This is an optimization exercise on Yosys and OpenROAD, whose aim is small area and a short achievable clock period, not a production implementation. Function was checked by simulation only, so behaviour that the tests miss may differ from the original. No activity file was given, so power comes from the tool's default toggle rates.

## flow/design.v (module list and top-level ports; edited modules follow where they fit)
// module pulse_timer: 24 lines
// module reset_req_fsm: 53 lines
// module mult_pipe: 1037 lines
// module mult_fa: 10 lines
// module mult_ha: 9 lines
// module coproc_top: 87 lines
// module uptime_ha: 9 lines
module coproc_top (
  input  logic                CLOCK_50,
  input  logic                hps_fpga_reset_n,
  input  logic [word_w-1:0]   in_readdata,
  input  logic                in_waitrequest,
  output logic                in_read,
  output logic [word_w-1:0]   out_writedata,
  output logic                out_write,
  input  logic                out_waitrequest,
  input  logic [2:0]          reset_req,
  output logic                cold_reset,
  output logic                warm_reset,
  output logic                debug_reset,
  output logic [uptime_w-1:0] status_count,
  output logic [led_w-1:0]    ledr
);
  // ...
==> flow/flow/run.sh <==
#!/bin/bash
# Layout flow: the standard ORFS flow, with the port buffers that the
# placement step inserts made from sky130_fd_sc_hd__buf_1, which the timing
# repair may then resize, instead of the delay-cell buffer the resizer picks;
# and with ORFS's power recovery after global routing, which downsizes gates
# on paths that keep positive slack.
set -euo pipefail
bash standard.sh "BUFFER_PORTS_ARGS=-buffer_cell sky130_fd_sc_hd__buf_1" RECOVER_POWER=100 finish > orfs_make.log 2>&1
==> flow/standard.sh <==
#!/bin/bash
# synth_recipe.tcl (not shown) runs the flow's synth.tcl, then flattens the netlist and writes it again
# the make line also repeats each setting of config.mk as NAME=value (left out here)
make -C /OpenROAD-flow-scripts/flow DESIGN_CONFIG=/design/flow/config.mk WORK_HOME=/design/flow/orfs CLKGATE_MAP_FILE= SYNTH_SCRIPT=/design/flow/synth_recipe.tcl "${@:-finish}"
==> flow/config.mk <==
export PLATFORM = sky130hd
export DESIGN_NAME = coproc_top
export DESIGN_NICKNAME = coproc_top
export VERILOG_FILES = /design/flow/design.v
export SDC_FILE = /design/flow/constraint.sdc
export NUM_CORES = 4
export LEC_CHECK = 0
export CAP_MARGIN = 20
export CORE_MARGIN = 2
export CORE_UTILIZATION = 65
export CTS_CLUSTER_DIAMETER = 150
export CTS_CLUSTER_SIZE = 30
export SETUP_SLACK_MARGIN = 3.7
export SLEW_MARGIN = 20
export SYNTH_HIERARCHICAL = 1
==> flow/constraint.sdc <==
create_clock -name core_clock -period 6.8 [get_ports {CLOCK_50}]
set_input_delay 1.3600 -clock core_clock [delete_from_list [all_inputs] [get_ports {CLOCK_50}]]
set_output_delay 1.3600 -clock core_clock [all_outputs]
set_load 0.01 [all_outputs]
==> impl_metrics.xml, run 1 <==
<?xml version="1.0" encoding="UTF-8"?>
<metrics>
  <group name="job">
    <metric name="cap_violations" unit="">2</metric>
  </group>
  <group name="layout">
    <metric name="final.signal_buffer_count" unit="">151</metric>
    <metric name="num_antenna_cells" unit="">0</metric>
    <metric name="largest-register" unit="">mult_inst.s1_q</metric>
    <metric name="post-route-util" unit="%">71.10</metric>
    <metric name="multi_input_logic_cell_count" unit="">679</metric>
    <metric name="multiInputGateArea" unit="um2">7008</metric>
    <metric name="layout.clock.cell_area_share" unit="%">2.059</metric>
    <metric name="clock_buffers" unit="">14</metric>
    <metric name="layout.cells.largest_class" unit="">multi-input combinational cells</metric>
    <metric name="inverters" unit="">40</metric>
    <metric name="largestRegisters" unit="">mult_inst.s1_q x77, mult_inst.p_q x32, uptime_q x32</metric>
    <metric name="n_fill_cell" unit="">1444</metric>
  </group>
  <group name="grt">
    <metric name="gr-usage-all-layers" unit="%">24.59</metric>
    <metric name="grt_pass1_wl" unit="um">42350</metric>
    <metric name="grt_busiest_layer" unit="">met2</metric>
  </group>
  <group name="synthesis">
    <metric name="synth_fa_ha_area_share" unit="%">25.60</metric>
    <metric name="synth-xor-area-share" unit="%">10.61</metric>
    <metric name="synth_mux_area_share" unit="%">0.9412</metric>
    <metric name="post_synth_instance_area" unit="um2">13290</metric>
  </group>
  <group name="placed_design">
    <metric name="place.gp.congestion" unit="">0.8665</metric>
  </group>
  <group name="outcome">
    <metric name="failed_checks" unit="">capacitance limit, slew limit</metric>
    <metric name="result_of_the_run" unit="">complete, but fails checks</metric>
  </group>
  <group name="critical_path">
    <metric name="cp_slowest_stage_delay" unit="ps">2200</metric>
    <metric name="ff2ff_path_depth" unit="">8</metric>
    <metric name="cp-endpoint" unit="">mult_inst.s1_q[72]</metric>
    <metric name="arrival_time_reported_for_the_critical_path_endpoint" unit="ps">4490</metric>
    <metric name="setup.worst_path.start_class" unit="">primary input</metric>
  </group>
  <group name="timing">
    <metric name="tightestPinTransition" unit="ps">3024</metric>
    <metric name="clock-skew-final" unit="ps">15.06</metric>
    <metric name="fin_crit" unit="ps">4443</metric>
    <metric name="report.final.slew_viol_count" unit="">111</metric>
  </group>
  <group name="min_path">
    <metric name="holdPathStages" unit="">0</metric>
  </group>
  <group name="pwr">
    <metric name="dominant_power_group" unit="">combinational logic</metric>
    <metric name="clock_power" unit="mW">0.675</metric>
  </group>
  <group name="floorplan">
    <metric name="rows" unit="">52</metric>
  </group>
  <group name="clock_tree">
    <metric name="root_buf_cell" unit="">clkbuf_16</metric>
    <metric name="tritoncts.num_buffers" unit="">10</metric>
  </group>
</metrics>
==> run 2, diff against run 1 <==
==> flow/flow/run.sh (replaced) <==
#!/bin/bash
# Layout flow: the standard ORFS flow, with two changes:
# - the port buffers that the placement step inserts are made from
#   sky130_fd_sc_hd__buf_1, which the timing repair may then resize, instead of
#   the delay-cell buffer the resizer picks;
# - the pins of the one combinational port-to-port path (in_waitrequest,
#   out_waitrequest -> in_read) are placed next to each other.
set -euo pipefail
bash standard.sh "BUFFER_PORTS_ARGS=-buffer_cell sky130_fd_sc_hd__buf_1" \
  "PLACE_PINS_ARGS=-group_pins {in_waitrequest out_waitrequest in_read}" \
  finish > orfs_make.log 2>&1
--- a/flow/config.mk
+++ b/flow/config.mk
@@ -8,5 +8,5 @@
 export CAP_MARGIN = 20
 export CORE_MARGIN = 2
-export CORE_UTILIZATION = 65
+export CORE_UTILIZATION = 60
 export CTS_CLUSTER_DIAMETER = 150
 export CTS_CLUSTER_SIZE = 30
@@ -14,2 +14,3 @@
 export SLEW_MARGIN = 20
 export SYNTH_HIERARCHICAL = 1
+export TNS_END_PERCENT = 5
==> run 2 against run 1 <==
Now clean on timing, DRC and antenna. Clock power about the same. Via count decreased by 3.4%. Core utilization shrank 5.6 points. Final area shrank 0.64%. Final cell count down 0.66%. Setup slack improved by 1300 ps. Count of clock-buffer cells in the layout grew 1. Sequential power about the same. First-iteration DRC count is 12% lower. Clock skew increased by 4.7 ps. Critical path type is now primary input to primary output. Largest cell class unchanged. Highest routed layer unchanged.
==> impl_metrics.xml, run 2 <==
<?xml version="1.0" encoding="UTF-8"?>
<metrics>
  <group name="grt">
    <metric name="grt_max_degree" unit="">150</metric>
    <metric name="grt_pass1_vias" unit="">8251</metric>
    <metric name="grt_antenna_before_repair" unit="">0</metric>
    <metric name="gr-usage-all-layers" unit="%">23.06</metric>
    <metric name="globalRouteOverflowTotal" unit="">0</metric>
    <metric name="grt_pass1_wl" unit="um">43400</metric>
  </group>
  <group name="critical_path">
    <metric name="critPathRequiredTime" unit="ps">5440</metric>
    <metric name="setup.worst_path.end_class" unit="">primary output</metric>
    <metric name="reg2reg_from" unit="">mult_inst.s1_q[25]</metric>
    <metric name="ff2ff_path_depth" unit="">11</metric>
    <metric name="arrival_time_reported_for_the_critical_path_endpoint" unit="ps">1740</metric>
    <metric name="timing_worst_setup_path_type" unit="">primary input to primary output</metric>
    <metric name="setup.worst_path.start_class" unit="">primary input</metric>
    <metric name="critical_path_peak_fanout" unit="">5</metric>
    <metric name="cp-startpoint" unit="">out_waitrequest</metric>
  </group>
  <group name="detailed_routing">
    <metric name="via_per_inst" unit="">5.869</metric>
    <metric name="postRouteAntennaNets" unit="">0</metric>
    <metric name="dr_total_vias" unit="">7911</metric>
    <metric name="drt_drc_violations_left" unit="">0</metric>
    <metric name="drt_pass1_iterations" unit="">6</metric>
    <metric name="initialDrtViolationCount" unit="">650</metric>
    <metric name="finalWirelength" unit="um">26340</metric>
    <metric name="routedWlPerCell" unit="um">19.54</metric>
  </group>
  <group name="pwr">
    <metric name="power_density" unit="nW/um2">464.2</metric>
    <metric name="peakVddDrop" unit="uV">291.6</metric>
    <metric name="totalPowerFinal" unit="mW">6.614</metric>
    <metric name="power_leakage" unit="nW">5.586</metric>
  </group>
  <group name="placed_design">
    <metric name="place.gp.congestion" unit="">0.8657</metric>
    <metric name="port_buffers" unit="">117</metric>
    <metric name="dp_hpwl" unit="um">17550</metric>
    <metric name="numPlacedInstances" unit="">1324</metric>
  </group>
  <group name="floorplan">
    <metric name="die-height" unit="um">152.9</metric>
    <metric name="die_boundary_width" unit="um">152.9</metric>
    <metric name="initial_core_util" unit="%">61.11</metric>
    <metric name="rows" unit="">54</metric>
    <metric name="core-area" unit="um2">21760</metric>
    <metric name="floorplan.io_pins" unit="">118</metric>
    <metric name="fp.dieArea" unit="um2">23360</metric>
  </group>
  <group name="clock_tree">
    <metric name="cts_tree" unit="">built</metric>
    <metric name="clock_tree.buffer_depth" unit="">3</metric>
    <metric name="clock_sink_count" unit="">202</metric>
    <metric name="clk_latency" unit="ps">480</metric>
    <metric name="path_clk_slew" unit="ps">110</metric>
    <metric name="cts_htree_levels" unit="">1</metric>
    <metric name="root_buf_cell" unit="">clkbuf_16</metric>
    <metric name="tritoncts.num_buffers" unit="">10</metric>
  </group>
  <group name="timing">
    <metric name="setup_repair_after_global_routing_missed_its_margin" unit="">yes</metric>
    <metric name="min_period_over_period" unit="%">45.56</metric>
    <metric name="setup_violations" unit="">0</metric>
    <metric name="fin_crit" unit="ps">3098</metric>
    <metric name="tightestPinTransition" unit="ps">1061</metric>
    <metric name="timing.max_slew.rel_slack" unit="%">29.25</metric>
    <metric name="final-hold-violation-count" unit="">0</metric>
    <metric name="fmaxAchievable" unit="GHz">0.3228</metric>
    <metric name="clock-skew-final" unit="ps">19.71</metric>
    <metric name="setup-tns-final" unit="ps">0</metric>
    <metric name="report.final.slew_viol_count" unit="">0</metric>
  </group>
  <group name="layout">
    <metric name="seqCellArea" unit="um2">5801</metric>
    <metric name="largestRegisters" unit="">mult_inst.s1_q x77, mult_inst.p_q x32, uptime_q x32</metric>
    <metric name="flip_flop_count_of_the_largest_register_after_layout" unit="">77</metric>
    <metric name="fin_cells" unit="">1348</metric>
    <metric name="mostFrequentLayoutCell" unit="">edfxtp_1</metric>
    <metric name="final_layout_size_suffix_gt1_share" unit="%">5.899</metric>
    <metric name="multiInputGateArea" unit="um2">7077</metric>
    <metric name="num_antenna_cells" unit="">0</metric>
    <metric name="largest-register" unit="">mult_inst.s1_q</metric>
    <metric name="syn_to_final_growth" unit="%">7.181</metric>
    <metric name="design.final.nets" unit="">1306</metric>
    <metric name="n_fill_cell" unit="">1702</metric>
    <metric name="layout_common_cells" unit="">edfxtp_1, xnor2_1, a22oi_1</metric>
  </group>
  <group name="min_path">
    <metric name="min-delay-start" unit="">debug_req_inst.req_q</metric>
    <metric name="holdPathStages" unit="">0</metric>
    <metric name="holdCritPathClass" unit="">flop to flop</metric>
  </group>
  <group name="synthesis">
    <metric name="synth_mux_area_share" unit="%">0.9412</metric>
    <metric name="synth-xor-area-share" unit="%">10.61</metric>
    <metric name="asyncSetResetFlopFracSynth" unit="%">26.24</metric>
    <metric name="synth-edff-count" unit="">149</metric>
    <metric name="ys_ff_latch" unit="">202</metric>
    <metric name="synth_fa_ha_area_share" unit="%">25.60</metric>
    <metric name="yosys-top-cells-count" unit="">edfxtp_1, xnor2_1, a22oi_1, fa_1, ha_1</metric>
    <metric name="synth_fp_nets" unit="">1256</metric>
    <metric name="synth.most_common_cell" unit="">edfxtp_1</metric>
    <metric name="avgSynthCellArea" unit="um2">13.11</metric>
    <metric name="synth-simple-area-share" unit="%">5.111</metric>
    <metric name="library_cell_occupying_the_most_area_in_the_post_synthesis_netlist" unit="">edfxtp_1</metric>
    <metric name="synth_compound_gate_area_share" unit="%">10.04</metric>
    <metric name="syn_inst" unit="">1014</metric>
    <metric name="dominantRegCellSynth" unit="">edfxtp_1</metric>
    <metric name="synth_sequential_area_ratio" unit="%">43.63</metric>
    <metric name="post_synth_instance_area" unit="um2">13290</metric>
    <metric name="synth_cell_type_count" unit="">57</metric>
    <metric name="synth_warnings" unit="">16</metric>
    <metric name="netlist.area_leader.share" unit="%">33.66</metric>
    <metric name="netlist_top_cells_area" unit="">edfxtp_1, fa_1, dfrtp_1</metric>
    <metric name="combinational_family_with_the_most_area_after_synthesis" unit="">adder cells</metric>
  </group>
  <group name="job">
    <metric name="cap_violations" unit="">0</metric>
  </group>
  <group name="outcome">
    <metric name="result_of_the_run" unit="">complete, no violations</metric>
  </group>
</metrics>
## run 2: path summary, 6_finish.rpt
kind	to	slack, ps
worst max-delay path	in_read	3700
worst min-delay path	debug_req_inst.req_prev	400
worst max register to register	mult_inst.p_q[30]	3710
worst min register to register	debug_req_inst.req_prev	400
max in group asynchronous	uptime_q[7]	5360
min in group asynchronous	debug_req_inst.req_prev	980
## run 2: what timing repair did
action / in CTS / in global routing
setup endpoints to repair: 12 / 20
hold buffers: 0 / 0
pin swaps: 5 / 10
resized for setup: 7 / 11
buffers inserted: 5 / 2
## run 2: layout make-up
type	count	share of cell area [%]
Multi-Input combinational cell	679	49.67
Sequential cell	202	40.71
Timing Repair Buffer	131	3.987
Tap cell	280	2.459
Clock buffer	15	2.037
Inverter	40	1.080
Clock inverter	1	0.06147
## run 2: where the power goes
part           internal (mW)  total (mW)  switching [mW]
Sequential              2.01        2.27           0.270
Combinational           1.71        3.66            1.95
Clock                  0.304       0.676           0.373
## run 2: stage by stage
stage               cell area (um2)  setup slack, ps  util, %  hold slack, ps
CTS                           14110             3692    64.87           403.4
global placement              13760             3497    63.23           359.7
floorplan                     13300             2895        -           354.6
detailed placement            13760             3430    63.23           370.3
global route                  14250             3600    65.49           419.3
finish                        14250             3702    65.49           397.4
## run 2: critical path: stages
cell	delay [ps]
buf_2	140
nor2_2	100
buf_2	130
## run 2: cell families (layout without fill, tap and decap cells)
| group | Yosys count | count (layout) |
|---|---|---|
| AO/OA/AOI/OAI | 182 | 182 |
| XOR/XNOR | 161 | 161 |
| adder cells (fa/ha/maj) | 203 | 203 |
| buffers and inverters | 133 | 187 |
| flip-flops | 202 | 202 |
| multiplexers | 11 | 11 |
| AND/OR/NAND/NOR | 122 | 122 |
## run 2: modules after synthesis (local to each module, per instance), a selection
module      cell area, um2  times used
uptime_ha            12.51          31
mult_ha              12.51          26
coproc_top           963.4           1
mult_fa              20.02         110
## run 2: layer usage
metal | vias up | wire, um | GRT usage [%]
li1 | 3666 | - | -
met1 | 3954 | 12180 | 34.73
met2 | 262 | 12110 | 37.03
met3 | 29 | 1599 | 2.438
met4 | 0 | 456 | 4.850
met5 | - | 0 | 0
==> run 3, diff against run 2 <==
--- a/flow/config.mk
+++ b/flow/config.mk
@@ -11,5 +11,5 @@
 export CTS_CLUSTER_DIAMETER = 150
 export CTS_CLUSTER_SIZE = 30
-export SETUP_SLACK_MARGIN = 3.7
+export SETUP_SLACK_MARGIN = 3.74
 export SLEW_MARGIN = 20
 export SYNTH_HIERARCHICAL = 1
==> run 3 against run 2 <==
Clock skew grew 1.3 ps. Synthesized cell count is the same. Global-route usage is essentially flat. Sequential power is essentially flat. Core utilization grew 0.18 points. Clock power is essentially flat. Flip-flop and latch count is the same. Setup slack gained 21 ps. Register-to-register slack is essentially flat.
==> impl_metrics.xml, run 3 <==
<?xml version="1.0" encoding="UTF-8"?>
<metrics>
  <group name="clock_tree">
    <metric name="clock_sink_count" unit="">202</metric>
    <metric name="cts_tree" unit="">built</metric>
    <metric name="tritoncts.num_buffers" unit="">10</metric>
    <metric name="path_clk_slew" unit="ps">110</metric>
    <metric name="root_buf_cell" unit="">clkbuf_16</metric>
    <metric name="clk_latency" unit="ps">480</metric>
    <metric name="clock_tree.buffer_depth" unit="">3</metric>
    <metric name="cts_htree_levels" unit="">1</metric>
  </group>
  <group name="job">
    <metric name="cap_violations" unit="">0</metric>
  </group>
  <group name="placed_design">
    <metric name="place.gp.congestion" unit="">0.8657</metric>
    <metric name="dp_worst_setup_slack" unit="ps">3430</metric>
    <metric name="placedInstanceArea" unit="um2">13760</metric>
    <metric name="port_buffers" unit="">117</metric>
    <metric name="dp_hpwl" unit="um">17550</metric>
    <metric name="numPlacedInstances" unit="">1324</metric>
  </group>
  <group name="layout">
    <metric name="largest-register" unit="">mult_inst.s1_q</metric>
    <metric name="finish.instance_area" unit="um2">14290</metric>
    <metric name="layout_common_cells" unit="">edfxtp_1, xnor2_1, a22oi_1</metric>
    <metric name="design.final.nets" unit="">1308</metric>
    <metric name="num_antenna_cells" unit="">0</metric>
    <metric name="flip_flop_count_of_the_largest_register_after_layout" unit="">77</metric>
    <metric name="fin_cells" unit="">1350</metric>
    <metric name="largestRegisters" unit="">mult_inst.s1_q x77, mult_inst.p_q x32, uptime_q x32</metric>
    <metric name="syn_to_final_growth" unit="%">7.473</metric>
    <metric name="mostFrequentLayoutCell" unit="">edfxtp_1</metric>
    <metric name="final_layout_size_suffix_gt1_share" unit="%">6.168</metric>
    <metric name="n_fill_cell" unit="">1687</metric>
    <metric name="seqCellArea" unit="um2">5801</metric>
    <metric name="multiInputGateArea" unit="um2">7094</metric>
  </group>
  <group name="pwr">
    <metric name="totalPowerFinal" unit="mW">6.656</metric>
    <metric name="power_leakage" unit="nW">5.599</metric>
    <metric name="peakVddDrop" unit="uV">291.7</metric>
    <metric name="power_density" unit="nW/um2">465.9</metric>
  </group>
  <group name="floorplan">
    <metric name="core-area" unit="um2">21760</metric>
    <metric name="die_boundary_width" unit="um">152.9</metric>
    <metric name="rows" unit="">54</metric>
    <metric name="initial_core_util" unit="%">61.11</metric>
    <metric name="floorplan.io_pins" unit="">118</metric>
    <metric name="die-height" unit="um">152.9</metric>
    <metric name="fp.dieArea" unit="um2">23360</metric>
  </group>
  <group name="timing">
    <metric name="tightestPinTransition" unit="ps">1052</metric>
    <metric name="timing.max_slew.rel_slack" unit="%">29.86</metric>
    <metric name="report.final.slew_viol_count" unit="">0</metric>
    <metric name="setup_violations" unit="">0</metric>
    <metric name="setup-tns-final" unit="ps">0</metric>
    <metric name="final-hold-violation-count" unit="">0</metric>
    <metric name="final.setup.worst_slack" unit="ps">3723</metric>
    <metric name="min_period_over_period" unit="%">45.26</metric>
    <metric name="setup_repair_after_global_routing_missed_its_margin" unit="">yes</metric>
    <metric name="fmaxAchievable" unit="GHz">0.3249</metric>
    <metric name="clock-skew-final" unit="ps">20.98</metric>
    <metric name="fin_crit" unit="ps">3077</metric>
  </group>
  <group name="synthesis">
    <metric name="netlist_top_cells_area" unit="">edfxtp_1, fa_1, dfrtp_1</metric>
    <metric name="synth_fp_nets" unit="">1256</metric>
    <metric name="synth_cell_type_count" unit="">57</metric>
    <metric name="asyncSetResetFlopFracSynth" unit="%">26.24</metric>
    <metric name="synth_sequential_area_ratio" unit="%">43.63</metric>
    <metric name="post_synth_instance_area" unit="um2">13290</metric>
    <metric name="synth.most_common_cell" unit="">edfxtp_1</metric>
    <metric name="synth-edff-count" unit="">149</metric>
    <metric name="syn_inst" unit="">1014</metric>
    <metric name="ys_ff_latch" unit="">202</metric>
    <metric name="synth_warnings" unit="">16</metric>
    <metric name="yosys-top-cells-count" unit="">edfxtp_1, xnor2_1, a22oi_1, fa_1, ha_1</metric>
    <metric name="dominantRegCellSynth" unit="">edfxtp_1</metric>
    <metric name="library_cell_occupying_the_most_area_in_the_post_synthesis_netlist" unit="">edfxtp_1</metric>
    <metric name="netlist.area_leader.share" unit="%">33.66</metric>
    <metric name="avgSynthCellArea" unit="um2">13.11</metric>
  </group>
  <group name="min_path">
    <metric name="min-delay-start" unit="">debug_req_inst.req_q</metric>
    <metric name="holdCritPathClass" unit="">flop to flop</metric>
  </group>
  <group name="detailed_routing">
    <metric name="dr_total_vias" unit="">7964</metric>
    <metric name="initialDrtViolationCount" unit="">625</metric>
    <metric name="finalWirelength" unit="um">26310</metric>
    <metric name="drt_pass1_iterations" unit="">5</metric>
    <metric name="routedWlPerCell" unit="um">19.49</metric>
    <metric name="drt_drc_violations_left" unit="">0</metric>
    <metric name="via_per_inst" unit="">5.899</metric>
    <metric name="postRouteAntennaNets" unit="">0</metric>
  </group>
  <group name="critical_path">
    <metric name="setup.worst_path.start_class" unit="">flop</metric>
    <metric name="reg2reg_from" unit="">mult_inst.s1_q[51]</metric>
    <metric name="cp-startpoint" unit="">mult_inst.s1_q[51]</metric>
    <metric name="critical_path_peak_fanout" unit="">5</metric>
    <metric name="critical_path.n_buffers_inverters" unit="">1</metric>
    <metric name="critical_path.slowest_cell" unit="">fa_1</metric>
    <metric name="cell_by_cell_listing_of_the_critical_path" unit="">fa_1 -&gt; ha_4 -&gt; and2_1 -&gt; a221o_1 -&gt; a221o_1 -&gt; buf_4 -&gt; or3_2 -&gt; nand3_1</metric>
    <metric name="crit_path_frequent_cell" unit="">a221o_1</metric>
    <metric name="setup.worst_path.end_class" unit="">flop</metric>
    <metric name="critPathRequiredTime" unit="ps">7150</metric>
    <metric name="timing_worst_setup_path_type" unit="">flop to flop</metric>
    <metric name="arrival_time_reported_for_the_critical_path_endpoint" unit="ps">3430</metric>
    <metric name="cp_slowest_stage_delay" unit="ps">600</metric>
    <metric name="critical-path-top-delay-family" unit="">adder cells</metric>
  </group>
  <group name="outcome">
    <metric name="result_of_the_run" unit="">complete, no violations</metric>
  </group>
  <group name="grt">
    <metric name="grt_antenna_before_repair" unit="">0</metric>
    <metric name="grt_pass1_vias" unit="">8270</metric>
    <metric name="globalRouteOverflowTotal" unit="">0</metric>
    <metric name="gr-usage-all-layers" unit="%">23.07</metric>
    <metric name="grt_pass1_wl" unit="um">43430</metric>
    <metric name="grt_max_degree" unit="">150</metric>
  </group>
</metrics>
-- run 3: layout make-up --
class | instances | share of cell area [%]
multi-input combinational | 679 | 49.65
tap | 280 | 2.452
clock inverter | 1 | 0.06130
timing repair buffer | 133 | 4.125
inverter | 40 | 1.077
sequential | 202 | 40.60
clock buffer | 15 | 2.032
-- run 3: path summary, 6_finish.rpt --
path                                                end  slack [ps]  cells past startpoint
worst max-delay path                  mult_inst.p_q[29]        3720                      8
worst min-delay path            debug_req_inst.req_prev         400                      0
worst max register to register        mult_inst.p_q[29]        3720                      8
worst min register to register  debug_req_inst.req_prev         400                      0
max in group asynchronous                   uptime_q[7]        5360                      2
min in group asynchronous       debug_req_inst.req_prev         970                      2
-- run 3: modules after synthesis, one instance, submodules excluded, excerpt --
module      cells inside  area [um2]  flops+latches  times used
mult_fa                1       20.02              0         110
mult_ha                1       12.51              0          26
uptime_ha              1       12.51              0          31
coproc_top            54       963.4             32           1
-- run 3: routing by layer --
metal | vias up | wire length, um | track usage [%]
met5 | - | 0 | 0
met2 | 273 | 12160 | 37.09
li1 | 3674 | - | -
met4 | 0 | 409 | 4.850
met3 | 28 | 1579 | 2.438
met1 | 3989 | 12160 | 34.69
-- run 3: stage by stage --
step / util (%) / hold WS [ps]
after detailed placement: 63.23 / 370.3
after CTS: 65.04 / 403.4
after global placement: 63.23 / 359.7
after global routing: 65.67 / 419.3
final: 65.67 / 396.6
after floorplan: - / 354.6
-- run 3: cell families after synthesis --
kind of cell    after synthesis  synth area share, %
fa+ha+maj                   203                25.60
flops                       202                43.63
compound gates              182                10.04
xor+xnor                    161                10.61
buf+inv                     133                4.066
simple gates                122                5.111
mux                          11               0.9412
-- run 3: repair_timing --
item | CTS | global route
pin swaps | 5 | 13
hold buffers | 0 | 0
resized for setup | 12 | 12
hold endpoints to repair | 0 | 0
setup endpoints to repair | 12 | 29
gates cloned | 0 | 0
setup buffers | 6 | 3
-- run 3: power breakdown --
group	total (mW)	internal [mW]	switching, mW
combinational	3.71	1.74	1.97
clock	0.677	0.304	0.373
sequential	2.27	2.01	0.269
total	6.66	4.05	2.61
==> run 4, diff against run 3 <==
==> flow/flow/run.sh (replaced) <==
#!/bin/bash
# Layout flow: the standard ORFS flow, with the port buffers that the
# placement step inserts made from sky130_fd_sc_hd__buf_1, which the timing
# repair may then resize, instead of the delay-cell buffer the resizer picks.
set -euo pipefail
bash standard.sh "BUFFER_PORTS_ARGS=-buffer_cell sky130_fd_sc_hd__buf_1" finish > orfs_make.log 2>&1
--- a/flow/config.mk
+++ b/flow/config.mk
@@ -9,7 +9,8 @@
 export CORE_MARGIN = 2
 export CORE_UTILIZATION = 60
-export CTS_CLUSTER_DIAMETER = 150
-export CTS_CLUSTER_SIZE = 30
-export SETUP_SLACK_MARGIN = 3.74
+export CTS_BUF_LIST = sky130_fd_sc_hd__clkbuf_8 sky130_fd_sc_hd__clkbuf_16
+export CTS_CLUSTER_DIAMETER = 100
+export CTS_CLUSTER_SIZE = 20
+export SETUP_SLACK_MARGIN = 3.7
 export SLEW_MARGIN = 20
 export SYNTH_HIERARCHICAL = 1
==> run 4 against run 3 <==
Die area did not move. Clock power is about 20% higher. Global-route usage fell by 0.22 points. Final area is 0.61% higher. Setup slack got worse by 14 ps. Non-clock buffer count increased by 3. Combinational power shrank 5.4%. Critical path type is now primary input to primary output. Largest power group unchanged.
==> impl_metrics.xml, run 4 <==
<?xml version="1.0" encoding="UTF-8"?>
<metrics>
  <group name="floorplan">
    <metric name="die-height" unit="um">152.9</metric>
    <metric name="die_boundary_width" unit="um">152.9</metric>
    <metric name="floorplan.io_pins" unit="">118</metric>
    <metric name="initial_core_util" unit="%">61.11</metric>
    <metric name="fp.dieArea" unit="um2">23360</metric>
    <metric name="core-area" unit="um2">21760</metric>
    <metric name="rows" unit="">54</metric>
  </group>
  <group name="timing">
    <metric name="setup-tns-final" unit="ps">0</metric>
    <metric name="fin_crit" unit="ps">3092</metric>
    <metric name="min_period_over_period" unit="%">45.47</metric>
    <metric name="clock-skew-final" unit="ps">13.05</metric>
    <metric name="fmaxAchievable" unit="GHz">0.3235</metric>
    <metric name="report.final.slew_viol_count" unit="">0</metric>
    <metric name="tightestPinTransition" unit="ps">1064</metric>
    <metric name="setup_violations" unit="">0</metric>
    <metric name="setup_repair_after_global_routing_missed_its_margin" unit="">yes</metric>
    <metric name="final.setup.worst_slack" unit="ps">3708</metric>
    <metric name="final-hold-violation-count" unit="">0</metric>
    <metric name="timing.max_slew.rel_slack" unit="%">29.04</metric>
  </group>
  <group name="critical_path">
    <metric name="reg2reg_from" unit="">mult_inst.neg_q[3]</metric>
    <metric name="ff2ff_path_depth" unit="">4</metric>
    <metric name="critical_path.reg2reg.endpoint" unit="">mult_inst.s1_q[42]</metric>
    <metric name="timing_worst_setup_path_type" unit="">primary input to primary output</metric>
    <metric name="setup.worst_path.start_class" unit="">primary input</metric>
    <metric name="arrival_time_reported_for_the_critical_path_endpoint" unit="ps">1730</metric>
    <metric name="critPathRequiredTime" unit="ps">5440</metric>
    <metric name="register_to_register_setup_slack" unit="ps">3750</metric>
    <metric name="cp-startpoint" unit="">out_waitrequest</metric>
    <metric name="critical_path_peak_fanout" unit="">5</metric>
    <metric name="setup.worst_path.end_class" unit="">primary output</metric>
  </group>
  <group name="detailed_routing">
    <metric name="drt_drc_violations_left" unit="">0</metric>
    <metric name="drt_pass1_iterations" unit="">7</metric>
    <metric name="routedWlPerCell" unit="um">19.18</metric>
    <metric name="dr_total_vias" unit="">8017</metric>
    <metric name="postRouteAntennaNets" unit="">0</metric>
    <metric name="finalWirelength" unit="um">26060</metric>
    <metric name="via_per_inst" unit="">5.899</metric>
    <metric name="initialDrtViolationCount" unit="">531</metric>
  </group>
  <group name="synthesis">
    <metric name="dominantRegCellSynth" unit="">edfxtp_1</metric>
    <metric name="asyncSetResetFlopFracSynth" unit="%">26.24</metric>
    <metric name="synth_sequential_area_ratio" unit="%">43.63</metric>
    <metric name="avgSynthCellArea" unit="um2">13.11</metric>
    <metric name="synth_fp_nets" unit="">1256</metric>
    <metric name="netlist.area_leader.share" unit="%">33.66</metric>
    <metric name="synth-edff-count" unit="">149</metric>
    <metric name="synth_warnings" unit="">16</metric>
    <metric name="yosys-top-cells-count" unit="">edfxtp_1, xnor2_1, a22oi_1, fa_1, ha_1</metric>
    <metric name="library_cell_occupying_the_most_area_in_the_post_synthesis_netlist" unit="">edfxtp_1</metric>
    <metric name="synth_cell_type_count" unit="">57</metric>
    <metric name="ys_ff_latch" unit="">202</metric>
    <metric name="post_synth_instance_area" unit="um2">13290</metric>
    <metric name="netlist_top_cells_area" unit="">edfxtp_1, fa_1, dfrtp_1</metric>
    <metric name="synth.most_common_cell" unit="">edfxtp_1</metric>
    <metric name="syn_inst" unit="">1014</metric>
  </group>
  <group name="layout">
    <metric name="num_antenna_cells" unit="">0</metric>
    <metric name="largestRegisters" unit="">mult_inst.s1_q x77, mult_inst.p_q x32, uptime_q x32</metric>
    <metric name="syn_to_final_growth" unit="%">8.131</metric>
    <metric name="largest-register" unit="">mult_inst.s1_q</metric>
    <metric name="n_fill_cell" unit="">1701</metric>
    <metric name="final_layout_size_suffix_gt1_share" unit="%">6.395</metric>
    <metric name="seqCellArea" unit="um2">5801</metric>
    <metric name="multiInputGateArea" unit="um2">7033</metric>
    <metric name="layout_common_cells" unit="">edfxtp_1, xnor2_1, a22oi_1</metric>
    <metric name="flip_flop_count_of_the_largest_register_after_layout" unit="">77</metric>
    <metric name="mostFrequentLayoutCell" unit="">edfxtp_1</metric>
    <metric name="design.final.nets" unit="">1315</metric>
  </group>
  <group name="placed_design">
    <metric name="port_buffers" unit="">117</metric>
    <metric name="place.gp.congestion" unit="">0.8262</metric>
    <metric name="dp_hpwl" unit="um">17930</metric>
    <metric name="dp_worst_setup_slack" unit="ps">3338</metric>
  </group>
  <group name="job">
    <metric name="cap_violations" unit="">0</metric>
  </group>
  <group name="min_path">
    <metric name="whs_endpoint" unit="">cold_req_inst.req_prev</metric>
    <metric name="min-delay-start" unit="">cold_req_inst.req_q</metric>
    <metric name="holdCritPathClass" unit="">flop to flop</metric>
    <metric name="holdPathStages" unit="">0</metric>
  </group>
  <group name="pwr">
    <metric name="power_leakage" unit="nW">5.690</metric>
    <metric name="power_density" unit="nW/um2">458.7</metric>
    <metric name="peakVddDrop" unit="uV">310.7</metric>
    <metric name="totalPowerFinal" unit="mW">6.593</metric>
  </group>
  <group name="grt">
    <metric name="gr-usage-all-layers" unit="%">22.85</metric>
    <metric name="grt_max_degree" unit="">59</metric>
    <metric name="grt_pass1_vias" unit="">7967</metric>
    <metric name="globalRouteOverflowTotal" unit="">0</metric>
    <metric name="grt_antenna_before_repair" unit="">0</metric>
    <metric name="grt_pass1_wl" unit="um">42870</metric>
  </group>
  <group name="clock_tree">
    <metric name="clk_latency" unit="ps">480</metric>
    <metric name="root_buf_cell" unit="">clkbuf_16</metric>
    <metric name="cts_hold_repair.buffers" unit="">0</metric>
    <metric name="clock_sink_count" unit="">202</metric>
    <metric name="path_clk_slew" unit="ps">80</metric>
    <metric name="cts_htree_levels" unit="">1</metric>
    <metric name="clock_tree.buffer_depth" unit="">3</metric>
    <metric name="cts_tree" unit="">built</metric>
    <metric name="tritoncts.num_buffers" unit="">14</metric>
  </group>
  <group name="outcome">
    <metric name="result_of_the_run" unit="">complete, no violations</metric>
  </group>
</metrics>
==> run 4: final cells by class <==
type                       count  share of cell area (%)
sequential                   202                   40.35
clock inverter                 7                  0.3046
multi-input combinational    679                   48.93
tap                          280                   2.437
inverter                      40                   1.071
clock buffer                  15                   2.611
timing repair buffer         136                   4.300
==> run 4: where the power goes <==
part / switching, mW / total [mW] / internal [mW] / leakage [nW]
combinational: 1.88 / 3.51 / 1.62 / 3.33
clock: 0.407 / 0.811 / 0.404 / 0.223
sequential: 0.267 / 2.27 / 2.01 / 2.14
==> run 4: stage by stage <==
stage,utilization (%),cell area (um2),hold WS [ps],instances
4_1_cts,65.27,14200,390.8,1348
3_5_place_dp,63.17,13740,380.6,1324
5_1_grt,66.07,14380,401.8,1359
2_1_floorplan,-,13300,354.6,1014
3_3_place_gp,63.17,13740,359.8,1324
6_report,66.07,14380,386.6,1359
==> run 4: worst max path at each step <==
| stage | cells past startpoint | to |
|---|---|---|
| after floorplan | 1 | mult_inst.a_q[0] |
| after global placement | 3 | mult_inst.a_q[14] |
| after detailed placement | 3 | mult_inst.one_q[6] |
| after CTS | 8 | mult_inst.p_q[31] |
| after global routing | 8 | mult_inst.p_q[31] |
| final | 3 | in_read |
==> run 4: critical path: stages <==
cell	delay, ps
buf_2	140
nor2_2	100
buf_2	130
==> run 4: kinds of logic (layout without fill, tap and decap cells) <==
kind of cell	Yosys count	count (layout)	share of synthesized area (%)
adders and majority gates	203	203	25.60
DFF	202	202	43.63
AOI/OAI and AO/OA	182	182	10.04
xor gates and xnor gates	161	161	10.61
buffers and inverters	133	198	4.066
and+or+nand+nor	122	122	5.111
muxes	11	11	0.9412
==> run 4: timing repair <==
action                                  in CTS  in global routing
gates resized for setup                      5                  8
pin swaps                                    6                  6
setup buffers                                2                 10
endpoints found under the setup margin      12                 27
==> run 4: per-layer routing <==
| layer | up-vias | global-route usage (%) | part of all wire (%) |
|---|---|---|---|
| li1 | 3694 | - | - |
| met1 | 3983 | 35.17 | 46 |
| met2 | 306 | 34.66 | 45 |
| met3 | 34 | 3.743 | 6.9 |
| met4 | 0 | 5.247 | 1.9 |
| met5 | - | 0 | 0 |
==> run 4: modules after synthesis, one instance, submodules excluded, excerpt <==
module / times used / area [um2]
coproc_top: 1 / 963.4
mult_fa: 110 / 20.02
mult_ha: 26 / 12.51
uptime_ha: 31 / 12.51

afterwards: timing with drivers on the ports:
No port has a modelled driver above. Below, the same layouts with a new extraction and two added sets of constraints.
Step 1: set_driving_cell puts a clkbuf_16 on CLOCK_50 and a buf_2 on each other input, an assumption about the parent block.
Step 2 times the ports against the registers' clock, not the clock port: input delays grow and output delays shrink by t, the midpoint of the rising clock arrivals with the driver on.
a / b / c = no drivers / after step 1 / after step 2; a / b = the first two.
| run | shift t [ns] | slack for setup (ns) | hold slack, ns | clock arrival spread, ns | worst data-port slew with drivers (ns) |
|---|---|---|---|---|---|
| run 1 | 0.516 | 2.357 / 2.384 / 1.868 | 0.397 / 0.397 / 0.397 | 0.018 / 0.018 | 0.03 |
| run 2 | 0.515 | 3.702 / 3.681 / 3.681 | 0.397 / 0.397 / 0.397 | 0.021 / 0.020 | 0.04 |
| run 3 | 0.515 | 3.722 / 3.720 / 3.720 | 0.397 / 0.397 / 0.397 | 0.022 / 0.022 | 0.04 |
| run 4 | 0.524 | 3.708 / 3.688 / 3.494 | 0.387 / 0.387 / 0.387 | 0.014 / 0.014 | 0.03 |
The setup slack of run 1, which loses most, moves by +0.027 ns with the drivers and by -0.489 ns with both steps.
